From an optimization exercise on the open Yosys and OpenROAD flow, aimed at small area, a short achievable clock period and few clock cycles per item; shortcuts taken in it are not production practice.
RTL that was checked went through simulation tests only; none was proved equivalent to the original.

==> v11: inputs <==
## rv32m_unit
module rv32m_unit (
    input  logic             clk_i,
    input  logic             arst_n_i,
    input  logic             cmd_valid_i,
    output logic             cmd_ready_o,
    input  logic [2:0]       cmd_op_i,
    input  logic [31:0]      cmd_src1_i,
    input  logic [31:0]      cmd_src2_i,
    input  logic [4:0]       cmd_tag_i,
    output logic             rsp_valid_o,
    input  logic             rsp_ready_i,
    output logic [4:0]       rsp_tag_o,
    output logic [31:0]      rsp_result_o
);
Settings: LEC_CHECK=0, CAP_MARGIN=20, CORE_MARGIN=2, CORE_UTILIZATION=40, PLACE_DENSITY=0.6, SETUP_SLACK_MARGIN=5, SLEW_MARGIN=20; clock period 10.0 ns.
run.sh (not shown) runs the stock make flow with config.mk's settings and CLKGATE_MAP_FILE= SYNTH_SCRIPT=/design/flow/synth_recipe.tcl, a recipe that flattens the netlist after the stock synthesis.
==> inputs of v30, as changes to v11 <==
--- a/flow/design.v
+++ b/flow/design.v
@@ -14,10 +14,11 @@
     output logic [31:0]         rsp_result_o,
     output logic                mul_valid,
     input  logic                mul_ready,
     output logic [32:0]         mul_x,
     output logic [16:0]         mul_one,
+    output logic [16:0]         mul_two,
     output logic [16:0]         mul_neg,
     output logic                mul_hi,
     output logic [4:0]          mul_tag,
     input  logic                mul_rsp_valid,
     output logic                mul_rsp_take,
@@ -46,37 +47,39 @@
     input  logic [3-1:0][4:0]  div_rsp_tag,
     input  logic [3-1:0][31:0] div_rsp_mag,
     input  logic [3-1:0]       div_rsp_neg
 );
     localparam int NC = 3;
-    localparam int EW = 3 + 1 + 32 + 17 + 17 + 5;
+    localparam int EW = 3 + 1 + 32 + 17 + 17 + 17 + 5;
     logic [EW-1:0] in_e, h_q, k_q;
     logic          h_valid, k_valid;
     logic          accept, h_pop;
     logic          h_is_div, div_any_free;
     logic          in_sa, in_sb;
     logic [33:0]   in_y;
-    logic [16:0]   in_one, in_neg;
+    logic [16:0]   in_one, in_two, in_neg;
     logic [2:0]    h_op;
     logic          h_sa;
     logic [31:0]   h_a;
-    logic [16:0]   h_one, h_neg;
+    logic [16:0]   h_one, h_two, h_neg;
     logic [4:0]    h_tag;
     assign in_sa = cmd_src1_i[31] & (cmd_op_i[2] ? !cmd_op_i[0]
                                                  : (cmd_op_i[1:0] == 2'd1 || cmd_op_i[1:0] == 2'd2));
     assign in_sb = cmd_src2_i[31] & (cmd_op_i[2] ? !cmd_op_i[0] : (cmd_op_i[1:0] == 2'd1));
     assign in_y  = {in_sb, in_sb, cmd_src2_i};
     for (genvar i = 0; i < 17; i++) begin : g_rec
         assign in_neg[i] = in_y[2*i+1];
         if (i == 0) begin : g_first
             assign in_one[i] = in_y[0];
+            assign in_two[i] = in_y[1] & !in_y[0];
         end else begin : g_rest
             assign in_one[i] = in_y[2*i] ^ in_y[2*i-1];
+            assign in_two[i] = (in_y[2*i+1] ^ in_y[2*i-1]) & !in_one[i];
         end
     end
-    assign in_e = {cmd_op_i, in_sa, cmd_src1_i, in_one, in_neg, cmd_tag_i};
-    assign {h_op, h_sa, h_a, h_one, h_neg, h_tag} = h_q;
+    assign in_e = {cmd_op_i, in_sa, cmd_src1_i, in_one, in_two, in_neg, cmd_tag_i};
+    assign {h_op, h_sa, h_a, h_one, h_two, h_neg, h_tag} = h_q;
     assign cmd_ready_o = !k_valid;
     assign accept      = cmd_valid_i && !k_valid;
     assign h_is_div     = h_op[2];
     assign div_any_free = |div_free;
     logic          w_valid, w_pop, w_free;
@@ -110,10 +113,11 @@
         end
     end
     assign mul_valid = h_valid && !h_is_div;
     assign mul_x     = {h_sa, h_a};
     assign mul_one   = h_one;
+    assign mul_two   = h_two;
     assign mul_neg   = h_neg;
     assign mul_hi    = (h_op[1:0] != 2'd0);
     assign mul_tag   = h_tag;
     for (genvar i = 0; i < 16; i++) begin : g_unrec
         assign h_b[2*i+1] = h_neg[i];
@@ -167,24 +171,29 @@
     assign div_tag      = w_tag;
     logic        out_free, div_any_done;
     logic [4:0]  dsel_tag;
     logic [31:0] dsel_mag;
     logic        dsel_neg;
+    logic        dr_valid, dr_load, dr_take;
+    logic [4:0]  dr_tag;
+    logic [31:0] dr_result;
     logic        out_valid_q;
     logic [4:0]  out_tag_q;
     logic [31:0] out_result_q;
     localparam int WAIT_MAX = 15;
     logic [3:0]  wait_q;
     logic        div_first, div_win;
     assign out_free     = !out_valid_q || rsp_ready_i;
     assign div_any_done = |div_done;
     assign div_first    = (wait_q == WAIT_MAX[3:0]);
-    assign div_win      = div_any_done && (div_first || !mul_rsp_valid);
+    assign div_win      = dr_valid && (div_first || !mul_rsp_valid);
+    assign dr_take      = out_free && div_win;
+    assign dr_load      = !dr_valid || dr_take;
     always_ff @(posedge clk_i or negedge arst_n_i) begin
         if (!arst_n_i) begin
             wait_q <= '0;
-        end else if (!div_any_done || (out_free && div_win)) begin
+        end else if (!dr_valid || dr_take) begin
             wait_q <= '0;
         end else if (!div_first) begin
             wait_q <= wait_q + 4'd1;
         end
     end
@@ -195,31 +204,44 @@
         dsel_tag = div_rsp_tag[0];
         dsel_mag = div_rsp_mag[0];
         dsel_neg = div_rsp_neg[0];
         for (int i = 0; i < NC; i++) begin
             if (div_done[i] && !found) begin
-                div_take[i] = out_free && div_win;
+                div_take[i] = dr_load;
                 dsel_tag    = div_rsp_tag[i];
                 dsel_mag    = div_rsp_mag[i];
                 dsel_neg    = div_rsp_neg[i];
                 found       = 1'b1;
             end
         end
     end
+    always_ff @(posedge clk_i or negedge arst_n_i) begin
+        if (!arst_n_i) begin
+            dr_valid <= 1'b0;
+        end else if (dr_load) begin
+            dr_valid <= div_any_done;
+        end
+    end
+    always_ff @(posedge clk_i) begin
+        if (dr_load && div_any_done) begin
+            dr_tag    <= dsel_tag;
+            dr_result <= dsel_neg ? -dsel_mag : dsel_mag;
+        end
+    end
     assign mul_rsp_take = out_free && !div_win;
     always_ff @(posedge clk_i or negedge arst_n_i) begin
         if (!arst_n_i) begin
             out_valid_q <= 1'b0;
         end else if (out_free) begin
-            out_valid_q <= div_any_done || mul_rsp_valid;
+            out_valid_q <= dr_valid || mul_rsp_valid;
         end
     end
     always_ff @(posedge clk_i) begin
         if (out_free) begin
             if (div_win) begin
-                out_tag_q    <= dsel_tag;
-                out_result_q <= dsel_neg ? -dsel_mag : dsel_mag;
+                out_tag_q    <= dr_tag;
+                out_result_q <= dr_result;
             end else begin
                 out_tag_q    <= mul_rsp_tag;
                 out_result_q <= mul_rsp_result;
             end
         end
@@ -234,10 +256,11 @@
     input  logic        arst_n_i,
     input  logic        in_valid,
     output logic        in_ready,
     input  logic [32:0] in_x,
     input  logic [16:0] in_one,     
+    input  logic [16:0] in_two,     
     input  logic [16:0] in_neg,     
     input  logic        in_hi,
     input  logic [4:0]  in_tag,
     output logic        out_valid,
     input  logic        out_take,
@@ -1335,19 +1358,12 @@
     logic fc540;
     logic fs541;
     logic fc541;
     assign xe = {{2{in_x[32]}}, in_x};
     for (genvar i = 0; i < 17; i++) begin : g_booth
-        logic two, nprev;
-        if (i == 0) begin : g_first
-            assign nprev = 1'b0;
-        end else begin : g_rest
-            assign nprev = in_neg[i-1];
-        end
-        assign two = !in_one[i] && (in_neg[i] ^ nprev);
         assign bneg[i] = in_neg[i];
-        assign pp[i] = (({35{in_one[i]}} & xe) | ({35{two}} & {xe[33:0], 1'b0})) ^ {35{in_neg[i]}};
+        assign pp[i] = (({35{in_one[i]}} & xe) | ({35{in_two[i]}} & {xe[33:0], 1'b0})) ^ {35{in_neg[i]}};
     end
     assign hs0 = pp[0][24] ^ pp[1][22];
     assign hc0 = pp[0][24] & pp[1][22];
     assign hs1 = pp[0][25] ^ pp[1][23];
     assign hc1 = pp[0][25] & pp[1][23];
@@ -2694,11 +2710,11 @@
     output logic [31:0]      rsp_result_o
 );
     localparam int NC = 3;
     logic        mul_valid, mul_ready, mul_hi;
     logic [32:0] mul_x;
-    logic [16:0] mul_one, mul_neg;
+    logic [16:0] mul_one, mul_two, mul_neg;
     logic [4:0]  mul_tag;
     logic        mul_rsp_valid, mul_rsp_take;
     logic [4:0]  mul_rsp_tag;
     logic [31:0] mul_rsp_result;
     logic [NC-1:0] div_ld, div_free, div_done, div_take;
@@ -2730,10 +2746,11 @@
         .rsp_result_o   (rsp_result_o),
         .mul_valid      (mul_valid),
         .mul_ready      (mul_ready),
         .mul_x          (mul_x),
         .mul_one        (mul_one),
+        .mul_two        (mul_two),
         .mul_neg        (mul_neg),
         .mul_hi         (mul_hi),
         .mul_tag        (mul_tag),
         .mul_rsp_valid  (mul_rsp_valid),
         .mul_rsp_take   (mul_rsp_take),
@@ -2768,10 +2785,11 @@
         .arst_n_i   (arst_n_i),
         .in_valid   (mul_valid),
         .in_ready   (mul_ready),
         .in_x       (mul_x),
         .in_one     (mul_one),
+        .in_two     (mul_two),
         .in_neg     (mul_neg),
         .in_hi      (mul_hi),
         .in_tag     (mul_tag),
         .out_valid  (mul_rsp_valid),
         .out_take   (mul_rsp_take),
==> flow/flow/run.sh (new file) <==
#!/bin/bash
set -euo pipefail
bash standard.sh SETUP_SLACK_MARGIN=5.8 finish > standard_flow.log 2>&1
==> flow/standard.sh (new file) <==
#!/bin/bash
# synth_recipe.tcl (not shown) runs the flow's synth.tcl, then flattens the netlist and writes it again
# the make line also repeats each setting of config.mk as NAME=value (left out here)
make -C /OpenROAD-flow-scripts/flow DESIGN_CONFIG=/design/flow/config.mk WORK_HOME=/design/flow/orfs CLKGATE_MAP_FILE= SYNTH_SCRIPT=/design/flow/synth_recipe.tcl "${@:-finish}"
removed: flow/run.sh
==> comparison <==
v30 went through all stages and came out clean. v11 finished clean. Between v11 and v30, the lower non-clock buffer count is in v11 (gap 17). Against v11, the clock skew of v30 is higher by 20 ps.
==> figures <==
Outcome: v30 finished clean; v11 finished clean
Clkbuf count: v30 122; v11 111
Worst hold path startpoint: v30 u_router.h_q[90]$_DFFE_PN_; v11 u_router.h_q[3]$_DFFE_PN_
Worst clock skew: v30 74.6 ps; v11 54.6 ps
Net count reported at finish: v30 7,671; v11 8,011
Global-route wire length before repair: v30 379,000 um; v11 403,000 um
Fill cell count: v30 15,500; v11 16,100
XOR/XNOR Fraction of Synth Area: v30 10.4%; v11 3.78%
Fraction of post-synthesis cell area in the top cell type by area: v30 35.0%; v11 31.4%
Initial antenna violation count: v30 17; v11 19
Met3 routed WL: v30 35,600 um; v11 33,800 um
Testbench counts of v30, summed over its fixed seeds: cycles 2,167, items 1,920.
No functional check of the RTL was part of v11.

[static timing again, ports no longer ideal]
The flow's constraints put no driver on any port. The routed layouts listed below were extracted and timed again, unchanged, in two steps. Step 1 assumes that a clkbuf_16 drives the clock port and a buf_2 every other input. Step 2 also shifts input and output timing later by t, the mid clock arrival at the registers, as if the neighbouring blocks saw the same clock. Three values: ideal, step 1, step 2; two values: the first two.
| run | shift t [ns] | slack for setup (ns) | worst data-port slew with drivers (ns) |
|---|---|---|---|
| v11 | 0.816 | 4.896 / 4.896 / 4.473 | 0.07 |
| v30 | 0.831 | 5.323 / 5.323 / 5.153 | 0.09 |
After both steps every run listed still meets setup and hold. For v11, which loses most, drivers alone change the setup slack by 0.000 ns; drivers and shift together by -0.423 ns.
